What follows belongs to an exercise in optimizing a design on an open flow for small area, a short achievable clock period and few clock cycles per item; a production flow would make more cautious choices. Function was checked by simulation only, so behaviour that the tests miss may differ from the original. Power is estimated from default activity; no workload was simulated.

==> job 3994: inputs <==
==> flow/design.v (excerpt) <==
module pcie_dma_top #(
    parameter int FDEPTH = 3           
)(
    input  wire          clk,
    input  wire          i_rst_n,
    input  wire [7:0]    i_cfg_pbus_num,
    input  wire [4:0]    i_cfg_pbus_dev_num,
    input  wire          i_axis_master_tvld,
    output logic         o_axis_master_trdy,
    input  wire [127:0]  i_axis_master_tdata,
    input  wire [3:0]    i_axis_master_tkeep,
    input  wire          i_axis_master_tlast,
    input  wire          i_axis_slave_trdy,
    output logic         o_axis_slave_tvld,
    output logic [127:0] o_axis_slave_tdata,
    output logic         o_axis_slave_tlast
);
==> module pcie_dma_top, before the edit <==
module pcie_dma_top #(
    parameter int FDEPTH = 3           
)(
    input  wire          clk,
    input  wire          i_rst_n,
    input  wire [7:0]    i_cfg_pbus_num,
    input  wire [4:0]    i_cfg_pbus_dev_num,
    input  wire          i_axis_master_tvld,
    output logic         o_axis_master_trdy,
    input  wire [127:0]  i_axis_master_tdata,
    input  wire [3:0]    i_axis_master_tkeep,
    input  wire          i_axis_master_tlast,
    input  wire          i_axis_slave_trdy,
    output logic         o_axis_slave_tvld,
    output logic [127:0] o_axis_slave_tdata,
    output logic         o_axis_slave_tlast
);
    localparam int CAP = FDEPTH + 1;               
    localparam int NW  = $clog2(CAP + 3);
    localparam int PW  = (FDEPTH > 1) ? $clog2(FDEPTH) : 1;
    localparam int HW  = 16 + 8 + 5 + 3 + 2;       
    localparam int QW  = 32 + HW;                  
    logic          trdy_q;
    logic [31:0]   d1;
    logic [63:0]   oh1;        
    logic [HW-1:0] h1;         
    logic [3:0]    bw1;        
    logic          rv1;        
    logic          disc;       
    logic [12:0]   cfg_q;
    wire accept = i_axis_master_tvld && trdy_q;
    wire len1   = (i_axis_master_tdata[9:0] == 10'd1);
    wire ok0    = accept && !disc && i_axis_master_tlast && len1;
    wire acc_rd = accept && !i_axis_master_tdata[30];
    assign o_axis_master_trdy = trdy_q;
    always_ff @(posedge clk)
    begin
        d1    <= i_axis_master_tdata[127:96];
        for (int w = 0; w < 64; w++)
            oh1[w] <= (i_axis_master_tdata[71:66] == 6'(w));
        h1    <= {i_axis_master_tdata[63:48], i_axis_master_tdata[47:40],
                  i_axis_master_tdata[70:66], i_axis_master_tdata[22:20],
                  i_axis_master_tdata[13:12]};
        cfg_q <= {i_cfg_pbus_num, i_cfg_pbus_dev_num};
    end
    always_ff @(posedge clk or negedge i_rst_n)
    begin
        if (!i_rst_n)
        begin
            disc <= 1'b0;
            bw1  <= '0;
            rv1  <= 1'b0;
        end
        else
        begin
            if (accept)
                disc <= !i_axis_master_tlast;
            bw1 <= (ok0 && (i_axis_master_tdata[31:24] == 8'h40)) ? i_axis_master_tdata[35:32] : 4'h0;
            rv1 <= ok0 && (i_axis_master_tdata[31:24] == 8'h00);
        end
    end
    logic [63:0][31:0] mem;
    logic [31:0]       wdat;
    logic [63:0][3:0]  wen;
    assign wdat = d1 & {32{i_rst_n}};
    always_comb
    begin
        for (int w = 0; w < 64; w++)
            for (int b = 0; b < 4; b++)
                wen[w][b] = (oh1[w] && bw1[b]) || !i_rst_n;
    end
    always_ff @(posedge clk)
    begin
        for (int w = 0; w < 64; w++)
            for (int b = 0; b < 4; b++)
                if (wen[w][b])
                    mem[w][b*8 +: 8] <= wdat[b*8 +: 8];
    end
    logic [31:0]   rlo;
    logic [31:0]   rhi;
    logic [31:0]   rlo_d;
    logic [31:0]   rhi_d;
    logic [HW-1:0] h2;
    logic          rv2;
    always_comb
    begin
        rlo_d = '0;
        rhi_d = '0;
        for (int w = 0; w < 32; w++)
        begin
            rlo_d = rlo_d | (mem[w]      & {32{oh1[w]}});
            rhi_d = rhi_d | (mem[w + 32] & {32{oh1[w + 32]}});
        end
    end
    always_ff @(posedge clk)
    begin
        rlo <= rlo_d;
        rhi <= rhi_d;
        h2  <= h1;
    end
    wire [QW-1:0] p2 = {rlo | rhi, h2};
    wire          rd = rv2;
    logic          ov;
    logic [QW-1:0] od;
    logic [QW-1:0] fb [FDEPTH];
    logic [PW-1:0] wp;
    logic [PW-1:0] rp;
    logic [NW-1:0] fc;
    wire o_free   = !ov || i_axis_slave_trdy;
    wire f_empty  = (fc == '0);
    wire o_from_f = o_free && !f_empty;
    wire o_from_p = o_free && f_empty && rd;
    wire f_push   = rd && !o_from_p;
    wire f_pop    = o_from_f;
    wire pop      = ov && i_axis_slave_trdy;
    wire [NW-1:0] held  = NW'(ov) + NW'(fc) + NW'(rv2) + NW'(rv1);
    wire          k_lo  = (held <= NW'(CAP - 2));
    wire          k_one = (held == NW'(CAP - 1));
    wire          k_top = (held == NW'(CAP));
    wire          room  = k_lo || (k_one && (pop || !acc_rd)) || (k_top && pop && !acc_rd);
    always_ff @(posedge clk or negedge i_rst_n)
    begin
        if (!i_rst_n)
        begin
            trdy_q <= 1'b0;
            rv2    <= 1'b0;
            ov     <= 1'b0;
            wp     <= '0;
            rp     <= '0;
            fc     <= '0;
        end
        else
        begin
            trdy_q <= room;
            rv2    <= rv1;
            ov     <= o_from_f || o_from_p || (ov && !i_axis_slave_trdy);
            if (f_push)
                wp <= (wp == PW'(FDEPTH - 1)) ? '0 : wp + 1'b1;
            if (f_pop)
                rp <= (rp == PW'(FDEPTH - 1)) ? '0 : rp + 1'b1;
            case ({f_push, f_pop})
                2'b10:   fc <= fc + 1'b1;
                2'b01:   fc <= fc - 1'b1;
                default: fc <= fc;
            endcase
        end
    end
    always_ff @(posedge clk)
    begin
        od <= ({QW{o_from_f}} & fb[rp])
            | ({QW{o_from_p}} & p2)
            | ({QW{ov && !i_axis_slave_trdy}} & od);
        if (f_push)
            fb[wp] <= p2;
    end
    always_comb
    begin
        o_axis_slave_tdata          = '0;
        o_axis_slave_tdata[127:96]  = od[QW-1 -: 32];           
        o_axis_slave_tdata[95:80]   = od[33:18];                
        o_axis_slave_tdata[79:72]   = od[17:10];                
        o_axis_slave_tdata[70:64]   = {od[9:5], 2'b00};         
        o_axis_slave_tdata[63:48]   = {cfg_q, 3'b000};          
        o_axis_slave_tdata[43:32]   = 12'd4;                    
        o_axis_slave_tdata[31:24]   = 8'h4a;                    
        o_axis_slave_tdata[22:20]   = od[4:2];                  
        o_axis_slave_tdata[13:12]   = od[1:0];                  
        o_axis_slave_tdata[9:0]     = 10'd1;                    
    end
    assign o_axis_slave_tvld  = ov;
    assign o_axis_slave_tlast = 1'b1;
endmodule
clock: 5.5 ns
lec_check: 0
cap_margin: 20
core_margin: 2
core_utilization: 65
cts_cluster_diameter: 60
cts_cluster_size: 20
setup_slack_margin: 3.0
slew_margin: 20
run.sh (not shown) runs the stock make flow with config.mk's settings and CLKGATE_MAP_FILE= SYNTH_SCRIPT=/design/flow/synth_recipe.tcl, a recipe that flattens the netlist after the stock synthesis.
==> job 5984 (differences from job 3994) <==
--- a/flow/design.v
+++ b/flow/design.v
@@ -24,9 +24,10 @@
     localparam int QW  = 32 + HW;                  
     logic          trdy_q;
     logic [31:0]   d1;
-    logic [63:0]   oh1;        
     logic [HW-1:0] h1;         
     logic [3:0]    bw1;        
+    logic [3:0]    wq1;        
+    logic [15:0]   wl1;        
     logic          rv1;        
     logic          disc;       
     logic [12:0]   cfg_q;
@@ -37,9 +38,6 @@
     assign o_axis_master_trdy = trdy_q;
     always_ff @(posedge clk)
     begin
-        d1    <= i_axis_master_tdata[127:96];
-        for (int w = 0; w < 64; w++)
-            oh1[w] <= (i_axis_master_tdata[71:66] == 6'(w));
         h1    <= {i_axis_master_tdata[63:48], i_axis_master_tdata[47:40],
                   i_axis_master_tdata[70:66], i_axis_master_tdata[22:20],
                   i_axis_master_tdata[13:12]};
@@ -50,33 +48,54 @@
         if (!i_rst_n)
         begin
             disc <= 1'b0;
-            bw1  <= '0;
             rv1  <= 1'b0;
+            d1   <= '0;
         end
         else
         begin
             if (accept)
                 disc <= !i_axis_master_tlast;
-            bw1 <= (ok0 && (i_axis_master_tdata[31:24] == 8'h40)) ? i_axis_master_tdata[35:32] : 4'h0;
             rv1 <= ok0 && (i_axis_master_tdata[31:24] == 8'h00);
+            d1  <= i_axis_master_tdata[127:96];
         end
     end
+    always_ff @(posedge clk or negedge i_rst_n)
+    begin
+        if (!i_rst_n)
+        begin
+            bw1 <= '1;
+            wq1 <= '1;
+            wl1 <= '1;
+        end
+        else
+        begin
+            bw1 <= (ok0 && (i_axis_master_tdata[31:24] == 8'h40)) ? i_axis_master_tdata[35:32] : 4'h0;
+            for (int q = 0; q < 4; q++)
+                wq1[q] <= (i_axis_master_tdata[71:70] == 2'(q));
+            for (int l = 0; l < 16; l++)
+                wl1[l] <= (i_axis_master_tdata[69:66] == 4'(l));
+        end
+    end
+    logic [63:0] oh1;
+    always_comb
+    begin
+        for (int w = 0; w < 64; w++)
+            oh1[w] = wq1[w / 16] && wl1[w % 16];
+    end
     logic [63:0][31:0] mem;
-    logic [31:0]       wdat;
     logic [63:0][3:0]  wen;
-    assign wdat = d1 & {32{i_rst_n}};
     always_comb
     begin
         for (int w = 0; w < 64; w++)
             for (int b = 0; b < 4; b++)
-                wen[w][b] = (oh1[w] && bw1[b]) || !i_rst_n;
+                wen[w][b] = oh1[w] && bw1[b];
     end
     always_ff @(posedge clk)
     begin
         for (int w = 0; w < 64; w++)
             for (int b = 0; b < 4; b++)
                 if (wen[w][b])
-                    mem[w][b*8 +: 8] <= wdat[b*8 +: 8];
+                    mem[w][b*8 +: 8] <= d1[b*8 +: 8];
     end
     logic [31:0]   rlo;
     logic [31:0]   rhi;
==> flow/flow/run.sh (new file) <==
#!/bin/bash
set -uo pipefail

RES=orfs/results/sky130hd/pcie_dma_top/base
REP=orfs/reports/sky130hd/pcie_dma_top/base

attempt() {
  local n=$1; shift
  bash standard.sh \
    "BUFFER_PORTS_ARGS=-buffer_cell sky130_fd_sc_hd__buf_2" \
    "CTS_ARGS=-sink_clustering_enable -repair_clock_nets -sink_clustering_size 25 -sink_clustering_max_diameter 70 -dont_use_dummy_load" \
    "$@" finish > standard_flow_$n.log 2>&1 || return 1
  [[ -f out/final.def ]] || return 1
  printf 'read_db %s/6_final.odb\nputs "BENCHFLOW antennas [check_antennas]"\n' $RES > check_$n.tcl
  openroad -no_init -exit check_$n.tcl > check_$n.log 2>&1 || return 1
  grep -q "^BENCHFLOW antennas 0$" check_$n.log || return 1
  # the detailed router's own violation report is empty when it left none
  [[ ! -s $REP/5_route_drc.rpt ]] || return 1
  return 0
}

if attempt 1; then
  exit 0
fi
mv orfs orfs_try1
rm -f out/final.def
attempt 2 CORE_UTILIZATION=70
==> flow/standard.sh (new file) <==
#!/bin/bash
# synth_recipe.tcl (not shown) runs the flow's synth.tcl, then flattens the netlist and writes it again
# the make line also repeats each setting of config.mk as NAME=value (left out here)
make -C /OpenROAD-flow-scripts/flow DESIGN_CONFIG=/design/flow/config.mk WORK_HOME=/design/flow/orfs CLKGATE_MAP_FILE= SYNTH_SCRIPT=/design/flow/synth_recipe.tcl "${@:-finish}"
- CORE_UTILIZATION: 65 -> 80
- CTS_CLUSTER_DIAMETER: 60 -> 70
- CTS_CLUSTER_SIZE: 20 -> 25
- SETUP_SLACK_MARGIN: 3.0 -> 3.1
removed: flow/run.sh
==> summary.txt <==
Status
  • Outcome: timing/DRC/antenna clean

Layout
  • Clock buffer cells: 119
  • Fill cells: 4753
  • N_diodes: 3
  • Core Util, Final: 0.855
  • Footprint of the multi-input gates: 15600 sq um

Die
  • Starting Density: 0.807
  • # rows: 123
  • # Taps: 1500

Route
  • Routed Wire Length: 213000 microns
  • Average wire per standard cell: 32.7 microns

Setup path
  • Crit path from: wl1[2]$_DFF_PN1_
  • CP required: 6.11 ns
  • Slowest-stage cell, CP: dfstp_4

Power and ir drop
  • Pwr dens: 347 nW/um^2
  • Peak VDD IR: 387 uV
  • P_comb: 2.41 mW
  • Cell Int Power: 26.0 mW

Timing
  • Post-route setup slack: 2.88 ns

Synthesis
  • Compound-Gate Fraction of Synth Area: 0.119

Global routing
  • Vias in the first global route: 47300
  • Total Routing Usage GR: 0.361
[end of results for job 5984]
==> summary.txt <==
Power and ir drop
  • Pwr dens: 390 nW/um^2
  • Peak VDD IR: 332 uV
  • Cell Int Power: 29.7 mW

Timing
  • Post-route setup slack: 2.99 ns

Status
  • Outcome: timing/DRC/antenna clean

Setup path
  • Slowest-stage cell, CP: a22oi_1
  • CP required: 6.16 ns

Global routing
  • Total Routing Usage GR: 0.354

Die
  • # Taps: 1876
  • Starting Density: 0.653

Route
  • Average wire per standard cell: 33.7 microns

Layout
  • Clock buffer cells: 240
[end of results for job 3994]
Testbench counts of job 3994, summed over its fixed seeds: cycles 17,095, items 16,000.
Testbench counts of job 5984, summed over its fixed seeds: cycles 17,095, items 16,000.

static timing again, ports no longer ideal:
Ports are ideal in the flow. The routed layouts listed here were re-timed in OpenROAD.
Step 1: set_driving_cell puts a clkbuf_16 on clk and a buf_2 on each other input, an assumption about the parent block.
Step 2 moves the port delays by t, midway between the first and last clock arrival at a register: inputs arrive t later, outputs are due t later. That takes back most of the time a late clock gives input paths.
Three values: ideal ports, drivers, drivers and shift; two values: the first two.
run	shift t [ns]	setup WS [ns]	clock arrival spread, ns	worst slew at a driven data input, ns
job 3994	0.884	2.988 / 2.964 / 2.188	0.036 / 0.036	0.22
job 5984	0.811	2.879 / 2.879 / 2.194	0.054 / 0.054	0.10
After both steps every run listed still meets setup and hold. For job 3994, which loses most, drivers alone change the setup slack by -0.024 ns; drivers and shift together by -0.800 ns.
